Source: an optimization exercise on an open RTL-to-GDS flow (aim: small area, a short achievable clock period and few clock cycles per item). Production flows keep margins and buffers that such runs may drop.
Only simulation tests tie the RTL to the original design; equivalence was not proved.
Power and IR drop assume default switching activity.

### flow/flow/run.sh
#!/bin/bash
# Standard layout, except that synthesis maps logic with a delay-driven abc
# script and without the full/half-adder cell step. Registers are untouched:
# they are mapped before abc runs, exactly as in synth_recipe.tcl.
set -euo pipefail
here=$(pwd)
# synthesis script: synth_recipe.tcl with abc pointed at flow/abc_fast.script
{
  echo 'proc abc {args} {'
  echo '  set i [lsearch $args -script]'
  echo "  if {\$i >= 0} { lset args [expr {\$i+1}] $here/flow/abc_fast.script }"
  echo '  yosys abc {*}$args'
  echo '}'
  cat synth_recipe.tcl
} > my_synth.tcl
sed -e "s#SYNTH_SCRIPT=[^ ]*#SYNTH_SCRIPT=$here/my_synth.tcl ADDER_MAP_FILE= ABC_CLOCK_PERIOD_IN_PS=1500#" standard.sh > my_standard.sh
bash my_standard.sh > flow_make.log 2>&1
### flow/flow/abc_fast.script
&get -n
&st
&if -g
&st
&dch
&nf {D}
&put
buffer -c
topo
stime -c
upsize -c {D}
dnsize -c {D}
### flow/standard.sh
#!/bin/bash
# synth_recipe.tcl (not shown) runs the flow's synth.tcl, then flattens the netlist and writes it again
# the make line also repeats each setting of config.mk as NAME=value (left out here)
make -C /OpenROAD-flow-scripts/flow DESIGN_CONFIG=/design/flow/config.mk WORK_HOME=/design/flow/orfs CLKGATE_MAP_FILE= SYNTH_SCRIPT=/design/flow/synth_recipe.tcl "${@:-finish}"
### flow/config.mk
export PLATFORM = sky130hd
export DESIGN_NAME = sha256_msg_sched
export DESIGN_NICKNAME = sha256_msg_sched
export VERILOG_FILES = /design/flow/design.v
export SDC_FILE = /design/flow/constraint.sdc
export NUM_CORES = 4
export LEC_CHECK = 0
export CAP_MARGIN = 20
export CORE_MARGIN = 2
export CORE_UTILIZATION = 55
export CTS_BUF_LIST = sky130_fd_sc_hd__clkbuf_8
export CTS_CLUSTER_DIAMETER = 45
export CTS_CLUSTER_SIZE = 20
export SETUP_SLACK_MARGIN = 2.2
export SLEW_MARGIN = 20
### flow/constraint.sdc
create_clock -name core_clock -period 4.6 [get_ports {clk}]
set_input_delay 0.9200 -clock core_clock [delete_from_list [all_inputs] [get_ports {clk}]]
set_output_delay 0.9200 -clock core_clock [all_outputs]
set_load 0.01 [all_outputs]
### flow/design.v
module sha256_msg_sched #(
  parameter int IN_W   = 8,
  parameter int ROUNDS = 64
) (
  input  logic            clk,
  input  logic            rst,
  input  logic            abort,
  input  logic [IN_W-1:0] in_data,
  input  logic            in_valid,
  output logic            in_ready,
  output logic [31:0]     w_data,
  output logic [5:0]      w_idx,
  output logic            w_valid,
  input  logic            w_ready,
  output logic            busy,
  output logic            dbg_state
);
  logic [31:0] r_a [16];   
  logic [31:0] r_f [16];   
  logic [15:0] r_fv;       
  logic [31:0] r_s0x;      
  logic [31:0] r_s0a;      
  logic [31:0] r_e;        
  logic [31:0] r_s1x;      
  logic [31:0] r_out;      
  logic [31:0] r_h;        
  logic [23:0] r_pk;       
  logic [1:0]  r_b;        
  logic        r_hv;       
  logic [3:0]  r_hidx;
  logic [3:0]  r_lidx;     
  logic        r_v;        
  logic [5:0]  r_idxn;     
  logic [3:0]  r_ph;       
  logic [3:0]  r_fwe;      
  logic        r_alx;      
  logic        r_alc;      
  logic        r_nrdy;     
  logic        r_busy;
  logic [5:0]  r_idx;
  logic        w_fin;
  logic        w_cmpl;
  logic        w_fwr;
  logic        w_take;
  logic        w_go;
  logic        w_xfer;
  logic        w_comp;
  logic [31:0] w_new;
  logic [15:0] w_fv;
  logic [1:0]  n_b;
  logic        n_hv, n_v, n_relabel;
  logic [3:0]  n_hidx, n_lidx, n_ph, n_d, n_fwe;
  logic [5:0]  n_idx, n_nxt;
  function automatic logic [31:0] f_sigma0(input logic [31:0] x);
    f_sigma0 = ((x >> 7) | (x << 25)) ^ ((x >> 18) | (x << 14)) ^ (x >> 3);
  endfunction
  function automatic logic [31:0] f_sigma1(input logic [31:0] x);
    f_sigma1 = ((x >> 17) | (x << 15)) ^ ((x >> 19) | (x << 13)) ^ (x >> 10);
  endfunction
  assign r_idx     = ~r_idxn;
  assign in_ready  = ~r_nrdy;
  assign w_valid   = r_v;
  assign dbg_state = r_v;
  assign w_data    = r_out;
  assign w_idx     = r_idx;
  assign busy      = r_busy;
  assign w_fin  = in_valid & ~r_nrdy & ~abort;
  assign w_cmpl = w_fin & (r_b == 2'd3);
  assign w_fwr  = |r_fwe;
  assign w_take = r_v & w_ready & ~abort;
  assign w_go   = (~r_v | w_ready) & ~abort;
  assign w_xfer = r_alx & w_go;
  assign w_comp = r_alc & w_go;
  assign w_new  = r_s1x + r_e;
  always_comb begin
    for (int k = 0; k < 15; k++) w_fv[k] = r_fv[k+1];
    w_fv[3]  = r_fwe[0] | r_fv[4];
    w_fv[7]  = r_fwe[1] | r_fv[8];
    w_fv[11] = r_fwe[2] | r_fv[12];
    w_fv[15] = r_fwe[3] | (r_fv[0] & ~w_xfer);
    if (abort) w_fv = 16'd0;
  end
  always_comb begin
    n_b    = r_b;
    n_hv   = r_hv;
    n_hidx = r_hidx;
    n_lidx = r_lidx;
    n_v    = r_v;
    n_idx  = r_idx;
    n_ph   = r_ph + 4'd1;
    n_relabel = 1'b0;
    if (abort) begin
      n_b    = 2'd0;
      n_hv   = 1'b0;
      n_lidx = 4'd0;
      n_v    = 1'b0;
      n_idx  = 6'd63;
    end else begin
      if (w_fin) n_b = r_b + 2'd1;
      if (w_fwr) n_hv = 1'b0;
      if (w_cmpl) begin
        n_hv   = 1'b1;
        n_hidx = r_lidx;
        n_lidx = r_lidx + 4'd1;
        n_relabel = (r_lidx == 4'd0) & (r_idx == 6'd63) & ~r_v & ~r_hv & ~(|r_fv);
        if (n_relabel) n_ph = 4'd15;
      end
      if (w_take) n_v = 1'b0;
      if (w_xfer | w_comp) begin
        n_v   = 1'b1;
        n_idx = r_idx + 6'd1;
      end
    end
    n_nxt = n_idx + 6'd1;
    n_d   = n_hidx - n_ph;                   
    n_fwe[0] = n_hv & (n_d == 4'd4)  & ~w_fv[4];
    n_fwe[1] = n_hv & (n_d == 4'd8)  & ~w_fv[8];
    n_fwe[2] = n_hv & (n_d == 4'd12) & ~w_fv[12];
    n_fwe[3] = n_hv & (n_d == 4'd0)  & ~w_fv[0];
  end
  always_ff @(posedge clk or posedge rst) begin
    if (rst) begin
      r_b    <= 2'd0;
      r_hv   <= 1'b0;
      r_lidx <= 4'd0;
      r_v    <= 1'b0;
      r_idxn <= 6'd0;
      r_fv   <= 16'd0;
      r_fwe  <= 4'd0;
      r_alx  <= 1'b0;
      r_alc  <= 1'b0;
      r_nrdy <= 1'b0;
      r_busy <= 1'b0;
    end else begin
      r_b    <= n_b;
      r_hv   <= n_hv;
      r_lidx <= n_lidx;
      r_v    <= n_v;
      r_idxn <= ~n_idx;
      r_fv   <= w_fv;
      r_fwe  <= n_fwe;
      r_alx  <= ~abort & (n_nxt[5:4] == 2'd0) & (n_ph == n_nxt[3:0]) & w_fv[0] &
                ((n_nxt[3:0] != 4'd0) | (&w_fv[11:0]));
      r_alc  <= ~abort & (n_nxt[5:4] != 2'd0) & (n_ph == n_nxt[3:0]);
      r_nrdy <= ~((n_b != 2'd3) | ~n_hv | (|n_fwe));
      r_busy <= (n_b != 2'd0) | n_hv | (|w_fv) | n_v | (n_idx != 6'd63);
    end
  end
  always_ff @(posedge clk) begin
    r_ph   <= n_ph;
    r_hidx <= n_hidx;
    if (w_fin && r_b != 2'd3) r_pk <= {r_pk[15:0], in_data};
    if (w_cmpl) r_h <= {r_pk, in_data};
    if (w_comp)      r_out <= w_new;
    else if (w_xfer) r_out <= r_f[0];
    for (int i = 0; i < 15; i++) r_f[i] <= r_f[i+1];
    if (r_fwe[0]) r_f[3]  <= r_h;
    if (r_fwe[1]) r_f[7]  <= r_h;
    if (r_fwe[2]) r_f[11] <= r_h;
    if (r_fwe[3]) r_f[15] <= r_h;
    else          r_f[15] <= r_f[0];
    for (int i = 0; i < 15; i++) r_a[i] <= r_a[i+1];
    if (w_comp)      r_a[15] <= w_new;
    else if (w_xfer) r_a[15] <= r_f[0];
    else             r_a[15] <= r_a[0];
    r_s0x <= f_sigma0(r_a[4]);
    r_s0a <= r_s0x + r_a[2];
    r_e   <= r_s0a + r_a[10];
    r_s1x <= f_sigma1(r_a[15]);
  end
endmodule
==> results of run 1 <==
## flip-flops by register name (all words and copies together) (netlist names)
signal  flops
r_out      32
r_ph        4
r_f       512
r_lidx      4
r_hv        1
r_nrdy      1
r_busy      1
r_s1x      32
r_alx       1
r_pk       24
r_b         2
r_alc       1
r_h        32
r_s0a      32
r_hidx      4
r_fwe       4
r_idxn      6
r_s0x      32
r_a       512
r_e        32
r_fv       16
r_v         1
## cells in the final DEF (no fill, tap or decap), types with 16 or more instances in the layout
cell,synthesis,layout
a21oi_1,106,89
a21oi_2,0,16
buf_2,0,18
buf_4,1,59
clkbuf_8,0,116
dfrtp_1,38,28
dfxtp_1,1160,1136
dfxtp_2,0,23
edfxtp_1,88,88
inv_1,20,22
inv_6,0,20
mux2_2,128,128
nand2_1,245,243
nor2_1,182,169
nor4_1,24,16
o21ai_0,209,183
o21ai_1,1,17
xnor2_1,248,200
xnor2_2,0,28
xnor2_4,0,20
xor2_1,60,54
## metrics by stage
| stage | cells | utilization [%] | power, mW |
|---|---|---|---|
| 3_3_place_gp | 3617 | 58.3 | 12.0 |
| 4_1_cts | 3850 | 63.2 | 18.8 |
| 2_1_floorplan | 2734 | - | 11.9 |
| 6_report | 3884 | 64.5 | 18.7 |
| 3_5_place_dp | 3617 | 58.3 | 12.0 |
| 5_1_grt | 3883 | 64.5 | 19.3 |
## what timing repair did
item                       CTS  global route
setup endpoints to repair  132            63
pin swaps                   23            31
hold buffers                 0             0
resized for setup          227           146
setup buffers               26            28
## Yosys cell counts (3+ instances only)
cell,n
a211oi_1,16
inv_1,20
nor2b_1,12
xor2_1,60
o21ai_0,209
a21oi_1,106
mux2i_1,3
a41oi_1,5
edfxtp_1,88
o22ai_1,8
nand3_1,13
nor3_1,11
and3_1,8
dfrtp_1,38
a31oi_1,5
mux2_2,128
dfxtp_1,1160
nor4_1,24
nand4_1,12
xnor2_1,248
and2_1,4
nor2_1,182
a21o_1,10
nand2_1,245
o211ai_1,9
clkbuf_1,36
o21a_1,8
o31ai_1,15
## power by group
part / internal, mW / switching (mW) / total (mW)
sequential: 11.4 / 0.0678 / 11.5
combinational: 0.179 / 0.164 / 0.343
clock: 2.80 / 4.06 / 6.86
## worst paths after layout
path	from	cells past startpoint	endpoint
min reg2reg	r_a[9][11]	0	r_a[8][11]
max in group asynchronous	rst	3	r_fwe[1]
max	abort	10	r_nrdy
min	r_a[9][11]	0	r_a[8][11]
max reg2reg	r_nrdy	9	r_nrdy
min in group asynchronous	rst	3	r_idxn[1]
## metal layers
layer | part of all wire (%) | up-vias | track usage, %
li1 | - | 9595 | -
met2 | 46 | 464 | 37.3
met5 | 0 | - | 0
met3 | 3.3 | 209 | 3.41
met1 | 45 | 9288 | 30.9
met4 | 5.3 | 0 | 10.9
## layout make-up
class                           instances  share of cell area (%)
Clock inverter                         91                    2.14
Sequential cell                      1286                    64.6
Inverter                               21                   0.217
Timing Repair Buffer                  121                    2.35
Multi-Input combinational cell       1388                    24.2
Clock buffer                          116                    3.84
Tap cell                              855                    2.57
Antenna cell                            6                  0.0361
## logic make-up after synthesis
group           count (synthesis)  synth area share [%]
flops                        1286                  74.7
simple gates                  532                  6.37
buf+inv                        60                 0.659
xor+xnor                      308                  7.52
compound gates                417                  6.65
mux                           131                  4.10
==> impl_metrics.toml, run 1 <==
[outcome]
status = "timing/DRC/antenna clean"

[power_and_ir_drop]
leakagePower_nw = 15.4
power_density_nw_per_um2 = 449
peakVddDrop_mv = 0.306

[floorplanning]
ioPinCount = 55
fp.dieH_um = 259
rows = 93
core_um2 = 64500
die_w_um = 259
start_util_pct = 55.7
dieArea_um2 = 67300

[sta]
tns_ns = 0
final.min_clock_period_ns = 2.76
finalMaxSlewViolations = 0
hold_violations = 0
timing.slew.headroom_pct = 32.8
fin_crit_sh_pct = 60.0
worst_pin_slew_ns = 1.01
finalClockSkew_ns = 0.0268
finalSetupViolCount = 0
max_freq_mhz = 362
rsz0062_at_grt = "true"
setup_ws_ns = 1.84
whs_ns = 0.316

[critical_path]
r2r_slack_ns = 1.89
crit_chain = "dlygate4sd2_1 -> or3b_4 -> or2_4 -> mux2i_2 -> nor3_2 -> o31ai_2 -> xnor2_2 -> buf_4 -> a31o_2 -> nor4_4"
slowest_delay_ns = 0.44
slowest_stage = "or3b_4"
cp.required_ns = 5.24
start_kind = "input port"
crit_type = "input port to register"
cp_top_family = "simple AND/OR/NAND/NOR gates"
end_kind = "register"
critPathMaxFanout = 7
critPathBufInv = 2
crit_arrival_ns = 3.40

[cts]
clkTransAtPathRegs_ns = 0.10
clock-root-buffer = "clkbuf_8"
cts_sinks = 1286
clockBufferDepth = 3
cts_tree = "done"
clk_latency_ns = 0.74
cts_made_buffers = 110
h-tree-depth = 3

[placement]
dpl_worst_slack_ns = 0.732
place_area_um2 = 37600
io_buffer_count = 54
place_hpwl_um = 53900
routabilityCongestion = 0.936

[layout]
fin_area_um2 = 41600
seqCellArea_um2 = 26900
syn_to_final_growth_pct = 15.8
multi_input_area_um2 = 10100
n_fill_cell = 4805
drive_gt1_share_pct = 20.2
final_nets = 2941

[synthesis]
synth_top_area_share_pct = 64.7
synthTopCellsByArea = "dfxtp_1, edfxtp_1, xnor2_1"
syn_area_um2 = 35900
yosys_register_bits = 1286
synthArstFlopShare_pct = 2.95
yosysSeqAreaShare_pct = 74.7
ys.flop_type = "dfxtp_1"
synth_area_leader_cell = "dfxtp_1"
syn_avg_cell_area_um2 = 13.1
synth_warnings = 3
synth_cell_types = 64
synth_nets = 2747
synth_edf_count = 88
synthCells = 2734

[detailed_routing]
wire_per_inst_um = 20.0
first_iter_violations = 1098
drc = 0
drtPass1Iterations = 7
vias = 19600
ant_nets = 0
wl_um = 77700
avgViaCountPerCell = 5.04

[global_routing]
grt_pass1_wl_um = 117000
antenna_found_initial = 3
grt_pass1_vias = 19700
grt_max_degree = 50
grt_usage_pct = 23.1
overflow = 0

[flow_run]
max_cap_violations = 0

[hold_path]
hp-class = "register to register"
Testbench counts, summed over its fixed seeds: cycles 12,720, blocks 192.
==> inputs of run 2 (changes only) <==
--- a/flow/config.mk
+++ b/flow/config.mk
@@ -12,4 +12,4 @@
 export CTS_CLUSTER_DIAMETER = 45
 export CTS_CLUSTER_SIZE = 20
-export SETUP_SLACK_MARGIN = 2.2
+export SETUP_SLACK_MARGIN = 1.9
 export SLEW_MARGIN = 20
==> run 2 against run 1 <==
  * Still clean on timing, DRC and antenna
  * First-iteration DRC count rose by 12%
  * Via count fell by 2.2%
  * Die area did not move
  * Worst setup slack improved by 0.082 ns
  * Combinational power fell by 4%
  * Clock power rose by 4.1%
  * Power rose by 1.4%
  * Fmax rose by 3.1%
  * Routed wire length fell by 1.7%
  * Core utilization fell by 1.5 points
  * Synthesized cell count did not move
  * Largest cell class unchanged
==> impl_metrics.toml, run 2 <==
[outcome]
status = "timing/DRC/antenna clean"

[sta]
max_freq_mhz = 373
hold_violations = 0
rsz0062_at_grt = "true"
worst_pin_slew_ns = 0.998
final.min_clock_period_ns = 2.68
whs_ns = 0.308
fin_crit_sh_pct = 58.2
timing.slew.headroom_pct = 33.3
tns_ns = 0
finalMaxSlewViolations = 0
finalClockSkew_ns = 0.0391
finalSetupViolCount = 0

[synthesis]
synth_edf_count = 88
yosysSeqAreaShare_pct = 74.7
synth_top_area_share_pct = 64.7
synth.most_common_cell = "dfxtp_1"
synth_nets = 2747
ys.flop_type = "dfxtp_1"
synth_warnings = 3
synthArstFlopShare_pct = 2.95
synthTopCellsByArea = "dfxtp_1, edfxtp_1, xnor2_1"
synthCells = 2734
yosys_register_bits = 1286
syn_avg_cell_area_um2 = 13.1
synth_cell_types = 64
ys_top_cells_by_count = "dfxtp_1, xnor2_1, nand2_1, o21ai_0, nor2_1"
syn_area_um2 = 35900
synth_area_leader_cell = "dfxtp_1"

[detailed_routing]
avgViaCountPerCell = 4.99
wire_per_inst_um = 19.9
vias = 19100
drc = 0
ant_nets = 0
first_iter_violations = 1226
wl_um = 76400
drtPass1Iterations = 5

[global_routing]
grt_pass1_vias = 19700
grt_pass1_wl_um = 115000
overflow = 0
grt_usage_pct = 22.9
antenna_found_initial = 8
grt_max_degree = 50

[layout]
syn_to_final_growth_pct = 13.2
final_core_util_pct = 63.0
n_fill_cell = 5001
final_common_cell = "dfxtp_1"
top_regs = "r_a: 512 flops, r_f: 512 flops"
final_cells = 3837
final_nets = 2903
drive_gt1_share_pct = 14.6
final_cell_mix = "dfxtp_1, nand2_1, xnor2_1"

[floorplanning]
die_w_um = 259
ioPinCount = 55
dieArea_um2 = 67300
fp.dieH_um = 259
start_util_pct = 55.7
core_um2 = 64500
rows = 93

[cts]
h-tree-depth = 3
cts_tree = "done"
clkTransAtPathRegs_ns = 0.11
cts_sinks = 1286
clock-root-buffer = "clkbuf_8"
clk_latency_ns = 0.76
cts_made_buffers = 109
clockBufferDepth = 3
cts_hold_buffers = 0

[power_and_ir_drop]
fin_total_pwr_mw = 18.9
power_density_nw_per_um2 = 466
peakVddDrop_mv = 0.408
leakagePower_nw = 15.1

[critical_path]
critPathMaxFanout = 9
cp.required_ns = 5.10
startpoint = "r_s1x[4]"
crit_arrival_ns = 3.18
r2r-start = "r_s1x[4]"
start_kind = "register"
crit_type = "register to register"
end_kind = "register"

[placement]
io_buffer_count = 54
dp_cells = 3617
place_hpwl_um = 54000
routabilityCongestion = 0.910

[hold_path]
hp-start = "r_a[9][15]"
hp-class = "register to register"

[flow_run]
max_cap_violations = 0
[run 2: worst paths after layout]
check                             end  slack, ns  depth (start not counted)
min                        r_a[8][15]       0.31                          0
min reg2reg                r_a[8][15]       0.31                          0
max reg2reg                 r_out[31]       1.92                          8
max in group asynchronous     r_fv[4]       3.41                          3
max                         r_out[31]       1.92                          8
min in group asynchronous    r_fwe[2]       0.58                          2
[run 2: cell families (layout without fill, tap and decap cells)]
logic type	Yosys count	in the layout	share of synthesized area (%)
and+or+nand+nor	532	532	6.37
other	0	1	0
muxes	131	131	4.10
DFF	1286	1286	74.7
buffers and inverters	60	307	0.659
AOI/OAI and AO/OA	417	417	6.65
xor gates and xnor gates	308	308	7.52
[run 2: where the power goes]
part	switching, mW	internal, mW	total (mW)
clock network	4.12	3.02	7.14
registers	0.0681	11.4	11.5
logic	0.163	0.167	0.330
[run 2: metrics by stage]
stage	area (um2)	worst slack (ns)
2_1_floorplan	36000	1.55
3_3_place_gp	37500	0.838
3_5_place_dp	37500	0.804
4_1_cts	40300	1.75
5_1_grt	40600	1.75
6_report	40600	1.92
[run 2: worst max-delay path, stage by stage (launching register included)]
cell	delay (ns)
dfxtp_1	0.47
xnor2_4	0.16
nor4_2	0.36
o21ai_0	0.25
a2111oi_2	0.47
a211oi_2	0.16
o31ai_2	0.31
xnor2_1	0.17
o21ai_0	0.10
[run 2: timing repair]
item | CTS | global route
setup buffers | 8 | 9
gates cloned | 0 | 0
resized for setup | 39 | 47
endpoints found under the setup margin | 47 | 46
pin swaps | 8 | 11
[run 2: final cells by class]
| cell class | instances | area (um2) | share of cell area (%) |
|---|---|---|---|
| timing repair buffer | 84 | 763 | 1.88 |
| inverter | 21 | 81.3 | 0.200 |
| antenna | 1 | 2.50 | 0.00616 |
| clock inverter | 84 | 985 | 2.42 |
| clock buffer | 118 | 1620 | 4.00 |
| multi-input combinational | 1388 | 9270 | 22.8 |
| tap | 855 | 1070 | 2.63 |
| sequential | 1286 | 26800 | 66.0 |
[run 2: layer usage]
metal | track usage, % | part of all wire (%) | wire (um)
met1 | 29.7 | 45 | 34200
met2 | 38.4 | 48 | 36500
met3 | 3.58 | 3.3 | 2530
met4 | 9.71 | 4.1 | 3130
met5 | 0 | 0 | 0
==> inputs of run 3 (changes only) <==
==> flow/flow/run.sh (replaced) <==
#!/bin/bash
# Standard layout (the standard.sh), except that
#  - synthesis maps logic with a delay-driven abc script (flow/abc_fast.script)
#    and without the full/half-adder cell step; registers are mapped before abc
#    runs, exactly as in synth_recipe.tcl, so they are the standard ones;
#  - every input and output port is buffered with buf_4 rather than the
#    default (a slow delay buffer that the resizer may not swap);
#  - clock tree synthesis adds no dummy loads.
# Each step's full log is in orfs/logs/; make's own output is in flow_make.log.
set -euo pipefail
here=$(pwd)
{
  echo 'proc abc {args} {'
  echo '  set i [lsearch $args -script]'
  echo "  if {\$i >= 0} { lset args [expr {\$i+1}] $here/flow/abc_fast.script }"
  echo '  yosys abc {*}$args'
  echo '}'
  cat synth_recipe.tcl
} > my_synth.tcl
cts="-sink_clustering_enable -repair_clock_nets -sink_clustering_size 20 -sink_clustering_max_diameter 45 -buf_list sky130_fd_sc_hd__clkbuf_8 -dont_use_dummy_load"
extra="ADDER_MAP_FILE= ABC_CLOCK_PERIOD_IN_PS=1500 CTS_ARGS=\"$cts\" BUFFER_PORTS_ARGS=\"-buffer_cell sky130_fd_sc_hd__buf_4\""
sed -e "s#SYNTH_SCRIPT=[^ ]*#SYNTH_SCRIPT=$here/my_synth.tcl $extra#" standard.sh > my_standard.sh
bash my_standard.sh > flow_make.log 2>&1
--- a/flow/config.mk
+++ b/flow/config.mk
@@ -12,4 +12,4 @@
 export CTS_CLUSTER_DIAMETER = 45
 export CTS_CLUSTER_SIZE = 20
-export SETUP_SLACK_MARGIN = 1.9
+export SETUP_SLACK_MARGIN = 2.2
 export SLEW_MARGIN = 20
==> run 3 against run 2 <==
  * Register-to-register slack better by 0.06 ns
  * Worst hold slack worse by 0.047 ns
  * Via count up 1.2%
  * Core utilization down 0.20 points
  * Flip-flop and latch count unchanged
  * Count of clock-buffer cells in the layout down 8
  * Largest cell class unchanged
==> impl_metrics.toml, run 3 <==
[sta]
final.min_clock_period_ns = 2.63
finalMaxSlewViolations = 0
fin_crit_sh_pct = 57.1
finalSetupViolCount = 0
tns_ns = 0
worst_pin_slew_ns = 0.656
rsz0062_at_grt = "true"
hold_violations = 0
timing.slew.headroom_pct = 56.2
finalClockSkew_ns = 0.0976
max_freq_mhz = 380

[floorplanning]
dieArea_um2 = 67300
fp.dieH_um = 259
rows = 93
ioPinCount = 55
core_um2 = 64500
die_w_um = 259
start_util_pct = 55.7

[synthesis]
synth_area_leader_cell = "dfxtp_1"
synth.most_common_cell = "dfxtp_1"
yosys_register_bits = 1286
synth_cell_types = 64
synthCells = 2734
syn_avg_cell_area_um2 = 13.1
synth_top_area_share_pct = 64.7
synth_edf_count = 88
ys_top_cells_by_count = "dfxtp_1, xnor2_1, nand2_1, o21ai_0, nor2_1"
synthTopCellsByArea = "dfxtp_1, edfxtp_1, xnor2_1"
synth_nets = 2747
yosysSeqAreaShare_pct = 74.7
synthArstFlopShare_pct = 2.95
ys.flop_type = "dfxtp_1"
synth_warnings = 3
syn_area_um2 = 35900

[power_and_ir_drop]
peakVddDrop_mv = 0.361
power_density_nw_per_um2 = 422
leakagePower_nw = 14.9
fin_total_pwr_mw = 17.1

[cts]
cts_tree = "done"
cts_sinks = 1286
clkTransAtPathRegs_ns = 0.10
cts_made_buffers = 110
clk_latency_ns = 0.74
clockBufferDepth = 3
h-tree-depth = 3
clock-root-buffer = "clkbuf_8"

[global_routing]
grt_usage_pct = 23.0
grt_max_degree = 58
overflow = 0
antenna_found_initial = 3
grt_pass1_vias = 19800
grt_pass1_wl_um = 116000

[layout]
final_nets = 2934
final_cell_mix = "dfxtp_1, nand2_1, xnor2_1"
final_common_cell = "dfxtp_1"
top_regs = "r_a: 512 flops, r_f: 512 flops"
drive_gt1_share_pct = 18.8
syn_to_final_growth_pct = 12.8

[detailed_routing]
wire_per_inst_um = 20.5
wl_um = 77300
wl_met1_um = 34900
avgViaCountPerCell = 5.13
dr_wl_met3_um = 2510
ant_nets = 0
first_iter_violations = 1204
vias = 19400
drc = 0
routed.top_layer = "met4"
routed-wl-met2_um = 35900
drtPass1Iterations = 5

[critical_path]
crit_arrival_ns = 3.19
cp.required_ns = 5.16
end_kind = "register"
crit_type = "input port to register"
start_kind = "input port"
critPathMaxFanout = 34

[placement]
io_buffer_count = 54
routabilityCongestion = 0.938
place_hpwl_um = 53100

[hold_path]
hp-class = "register to register"

[outcome]
status = "timing/DRC/antenna clean"

[flow_run]
max_cap_violations = 0
==> run 3: layout make-up <==
| type | instances | area [um2] |
|---|---|---|
| antenna | 1 | 2.50 |
| clock buffer | 110 | 1510 |
| fill | 4973 | 24000 |
| inverter | 21 | 83.8 |
| multi-input combinational | 1388 | 10100 |
| sequential | 1286 | 26900 |
| tap | 855 | 1070 |
| timing repair buffer | 114 | 898 |
==> run 3: final timing paths <==
| check | endpoint | slack [ns] | start | cells after the start |
|---|---|---|---|---|
| min in group asynchronous | r_fv[7] | 0.35 | rst | 3 |
| max in group asynchronous | r_fwe[1] | 3.88 | rst | 3 |
| min reg2reg | r_a[4][31] | 0.26 | r_a[5][31] | 0 |
| min | r_a[4][31] | 0.26 | r_a[5][31] | 0 |
| max reg2reg | r_nrdy | 1.98 | r_idxn[2] | 9 |
| max | r_nrdy | 1.97 | abort | 8 |
==> run 3: report_power, final <==
group / total (mW) / internal [mW] / switching, mW
logic: 0.301 / 0.151 / 0.150
registers: 11.5 / 11.4 / 0.0663
clock network: 5.33 / 2.12 / 3.21
total: 17.1 / 13.7 / 3.42
==> run 3: layer usage <==
metal / vias up / track usage (%)
met3: 184 / 3.44
met2: 491 / 37.4
met4: 0 / 11.3
li1: 9464 / -
met5: - / 0
met1: 9219 / 30.3
==> run 3: cell families (layout without fill, tap and decap cells) <==
family	Yosys count	count (layout)	share of synthesized area (%)
buffers and inverters	60	245	0.659
other	0	1	0
flip-flops	1286	1286	74.7
AO/OA/AOI/OAI	417	417	6.65
XOR/XNOR	308	308	7.52
multiplexers	131	131	4.10
AND/OR/NAND/NOR	532	532	6.37
==> run 3: repair_timing <==
item / CTS / global route
endpoints found under the setup margin: 71 / 68
resized for setup: 124 / 123
hold buffers: 0 / 0
pin swaps: 32 / 33
buffers inserted: 29 / 20
==> run 3: through the flow <==
stage	utilization, %	cells	cell area [um2]	worst slack, ns	hold slack (ns)
2_1_floorplan	-	2734	36000	1.55	0.310
3_3_place_gp	58.0	3614	37400	1.10	0.310
3_5_place_dp	58.0	3614	37400	1.08	0.312
4_1_cts	61.7	3753	39800	2.00	0.266
5_1_grt	62.8	3775	40500	1.88	0.271
6_report	62.8	3775	40500	1.97	0.261
==> run 3: critical path, cell delays in order <==
cell	delay, ns
buf_6	0.17
or3b_4	0.42
or2_4	0.32
mux2i_4	0.22
a22oi_2	0.22
or3b_4	0.47
nor4_2	0.34
nor4_2	0.10
==> inputs of run 4 (changes only) <==
--- a/flow/flow/run.sh
+++ b/flow/flow/run.sh
@@ -6,5 +6,5 @@
 #  - every input and output port is buffered with buf_4 rather than the
 #    default (a slow delay buffer that the resizer may not swap);
-#  - clock tree synthesis adds no dummy loads.
+
 # Each step's full log is in orfs/logs/; make's own output is in flow_make.log.
 set -euo pipefail
@@ -18,5 +18,5 @@
   cat synth_recipe.tcl
 } > my_synth.tcl
-cts="-sink_clustering_enable -repair_clock_nets -sink_clustering_size 20 -sink_clustering_max_diameter 45 -buf_list sky130_fd_sc_hd__clkbuf_8 -dont_use_dummy_load"
+cts="-sink_clustering_enable -repair_clock_nets -sink_clustering_size 20 -sink_clustering_max_diameter 45 -buf_list sky130_fd_sc_hd__clkbuf_8"
 extra="ADDER_MAP_FILE= ABC_CLOCK_PERIOD_IN_PS=1500 CTS_ARGS=\"$cts\" BUFFER_PORTS_ARGS=\"-buffer_cell sky130_fd_sc_hd__buf_4\""
 sed -e "s#SYNTH_SCRIPT=[^ ]*#SYNTH_SCRIPT=$here/my_synth.tcl $extra#" standard.sh > my_standard.sh
==> run 4 against run 3 <==
  * Still clean on timing, DRC and antenna
  * Cell area grew 2.6%
  * Cell count increased by 2.4%
  * Global-route usage is 0.091 points higher
  * Clock power is 34% higher
  * Worst hold slack better by 0.043 ns
==> impl_metrics.toml, run 4 <==
[outcome]
status = "timing/DRC/antenna clean"

[power_and_ir_drop]
power_density_nw_per_um2 = 456
leakagePower_nw = 15.4
peakVddDrop_mv = 0.397

[floorplanning]
fp.dieH_um = 259
core_um2 = 64500
die_w_um = 259
dieArea_um2 = 67300
ioPinCount = 55
rows = 93
start_util_pct = 55.7

[sta]
max_freq_mhz = 375
finalSetupViolCount = 0
fin_crit_sh_pct = 57.9
final.min_clock_period_ns = 2.67
tns_ns = 0
worst_pin_slew_ns = 0.651
hold_violations = 0
rsz0062_at_grt = "true"
finalMaxSlewViolations = 0
finalClockSkew_ns = 0.0401
timing.slew.headroom_pct = 56.6

[layout]
drive_gt1_share_pct = 20.8
final_common_cell = "dfxtp_1"
syn_to_final_growth_pct = 15.7
n_fill_cell = 4873
final_cell_mix = "dfxtp_1, nand2_1, xnor2_1"
top_regs = "r_a: 512 flops, r_f: 512 flops"
final_nets = 2929
final_cells = 3866

[synthesis]
synth_edf_count = 88
synth_warnings = 3
synth_area_leader_cell = "dfxtp_1"
synth_nets = 2747
synthTopCellsByArea = "dfxtp_1, edfxtp_1, xnor2_1"
ys.flop_type = "dfxtp_1"
synth_cell_types = 64
syn_avg_cell_area_um2 = 13.1
syn_area_um2 = 35900
ys_top_cells_by_count = "dfxtp_1, xnor2_1, nand2_1, o21ai_0, nor2_1"
synth_top_area_share_pct = 64.7
yosysSeqAreaShare_pct = 74.7
synthArstFlopShare_pct = 2.95
yosys_register_bits = 1286
synthCells = 2734
synth.most_common_cell = "dfxtp_1"

[detailed_routing]
drtPass1Iterations = 5
wl_um = 77600
vias = 19600
first_iter_violations = 1260
drc = 0
ant_nets = 0
wire_per_inst_um = 20.1
avgViaCountPerCell = 5.07

[cts]
clkTransAtPathRegs_ns = 0.10
cts_tree = "done"
clock-root-buffer = "clkbuf_8"
clockBufferDepth = 3
clk_latency_ns = 0.75
h-tree-depth = 3
cts_made_buffers = 110
cts_sinks = 1286

[global_routing]
grt_pass1_wl_um = 117000
overflow = 0
grt_usage_pct = 23.1
grt_pass1_vias = 19900
antenna_found_initial = 3
grt_max_degree = 58

[critical_path]
end_kind = "register"
cp.required_ns = 5.20
crit_type = "input port to register"
critPathMaxFanout = 34
crit_arrival_ns = 3.27
start_kind = "input port"

[placement]
dp_cells = 3614
routabilityCongestion = 0.938
place_hpwl_um = 53100
io_buffer_count = 54

[hold_path]
hp-class = "register to register"

[flow_run]
max_cap_violations = 0
[run 4: cells by family after synthesis]
kind of cell	Yosys count	share of synthesized area (%)
XOR/XNOR	308	7.52
AO/OA/AOI/OAI	417	6.65
multiplexers	131	4.10
flip-flops	1286	74.7
buffers and inverters	60	0.659
AND/OR/NAND/NOR	532	6.37
[run 4: power by group]
part,switching [mW],leakage (nW),internal [mW]
clock network,4.19,1.35,2.97
logic,0.156,3.45,0.154
registers,0.0668,10.6,11.4
total,4.41,15.4,14.5
[run 4: stage by stage]
step,setup slack (ns),total power [mW],instance area (um2),hold WS (ns),util [%]
after floorplan,1.55,11.9,36000,0.310,-
after global placement,1.10,12.0,37400,0.310,58.0
after detailed placement,1.08,12.0,37400,0.312,58.0
after CTS,2.00,19.1,40800,0.242,63.3
after global routing,1.88,19.6,41500,0.290,64.4
final,1.93,18.9,41500,0.304,64.4
[run 4: repair_timing]
action                                  4_1_cts  5_1_grt
endpoints found under the setup margin       69       74
pin swaps                                    30       34
setup buffers                                21       23
resized for setup                           115      118
endpoints found under the hold margin         0        0
hold buffers                                  0        0
[run 4: cell type report]
cell class                      instances  area, um2  share of cell area (%)
Antenna cell                            1       2.50                 0.00603
Clock buffer                          116       1600                    3.84
Clock inverter                         90       1030                    2.48
Inverter                               21       86.3                   0.208
Multi-Input combinational cell       1388      10000                    24.1
Sequential cell                      1286      26900                    64.7
Tap cell                              855       1070                    2.58
Timing Repair Buffer                  109        853                    2.05
[run 4: worst max-delay path: stages]
cell and delay [ns]:
buf_6 0.17, or3b_4 0.44, or2_4 0.31, mux2i_4 0.21, a22oi_2 0.28, or3b_4 0.49, nor2_2 0.12, and4b_2 0.27
nor4_2 0.05
[run 4: metal layers]
metal / global-route usage [%] / wire [um]
met2: 37.7 / 36200
met3: 3.39 / 2720
met1: 30.4 / 34700
met4: 11.2 / 4040
met5: 0 / 0
[run 4: final timing paths]
path                            startpoint         to  slack, ns  cells after the start
min in group asynchronous              rst  r_idxn[2]       0.31                      3
worst max-delay path                 abort     r_nrdy       1.93                      9
worst max register to register   r_idxn[1]     r_nrdy       1.95                      9
worst min-delay path             r_f[5][4]  r_f[4][4]       0.30                      0
worst min register to register   r_f[5][4]  r_f[4][4]       0.30                      0
max in group asynchronous              rst   r_fwe[1]       3.92                      3

==> re-timing with driven ports <==
No port has a modelled driver above. Below, the same layouts with a new extraction and two added sets of constraints.
Step 1 (the two cells are an assumption about what drives the block):
set clk [get_ports {clk}]
set_driving_cell -lib_cell sky130_fd_sc_hd__clkbuf_16 $clk
set_driving_cell -lib_cell sky130_fd_sc_hd__buf_2 [delete_from_list [all_inputs] $clk]
Step 2 moves the port delays by t, midway between the first and last clock arrival at a register: inputs arrive t later, outputs are due t later. That takes back most of the time a late clock gives input paths.
a / b / c = ideal ports / drivers / drivers and shift; a / b = the first two.
run | t (ns) | slack for setup (ns) | worst register clock-pin slew, ns | worst slew at a driven data input, ns | cell pins on the clock port's net
run 1 | 0.788 | 1.840 / 1.885 / 1.098 | 0.11 / 0.11 | 0.03 | 1
run 2 | 0.798 | 1.922 / 1.922 / 1.181 | 0.11 / 0.11 | 0.05 | 1
run 3 | 0.760 | 1.972 / 1.976 / 1.245 | 0.11 / 0.11 | 0.04 | 1
run 4 | 0.790 | 1.935 / 1.947 / 1.170 | 0.12 / 0.12 | 0.05 | 1
After both steps every run listed still meets setup and hold. The setup slack of run 4, which loses most, moves by +0.012 ns with the drivers and by -0.765 ns with both steps.
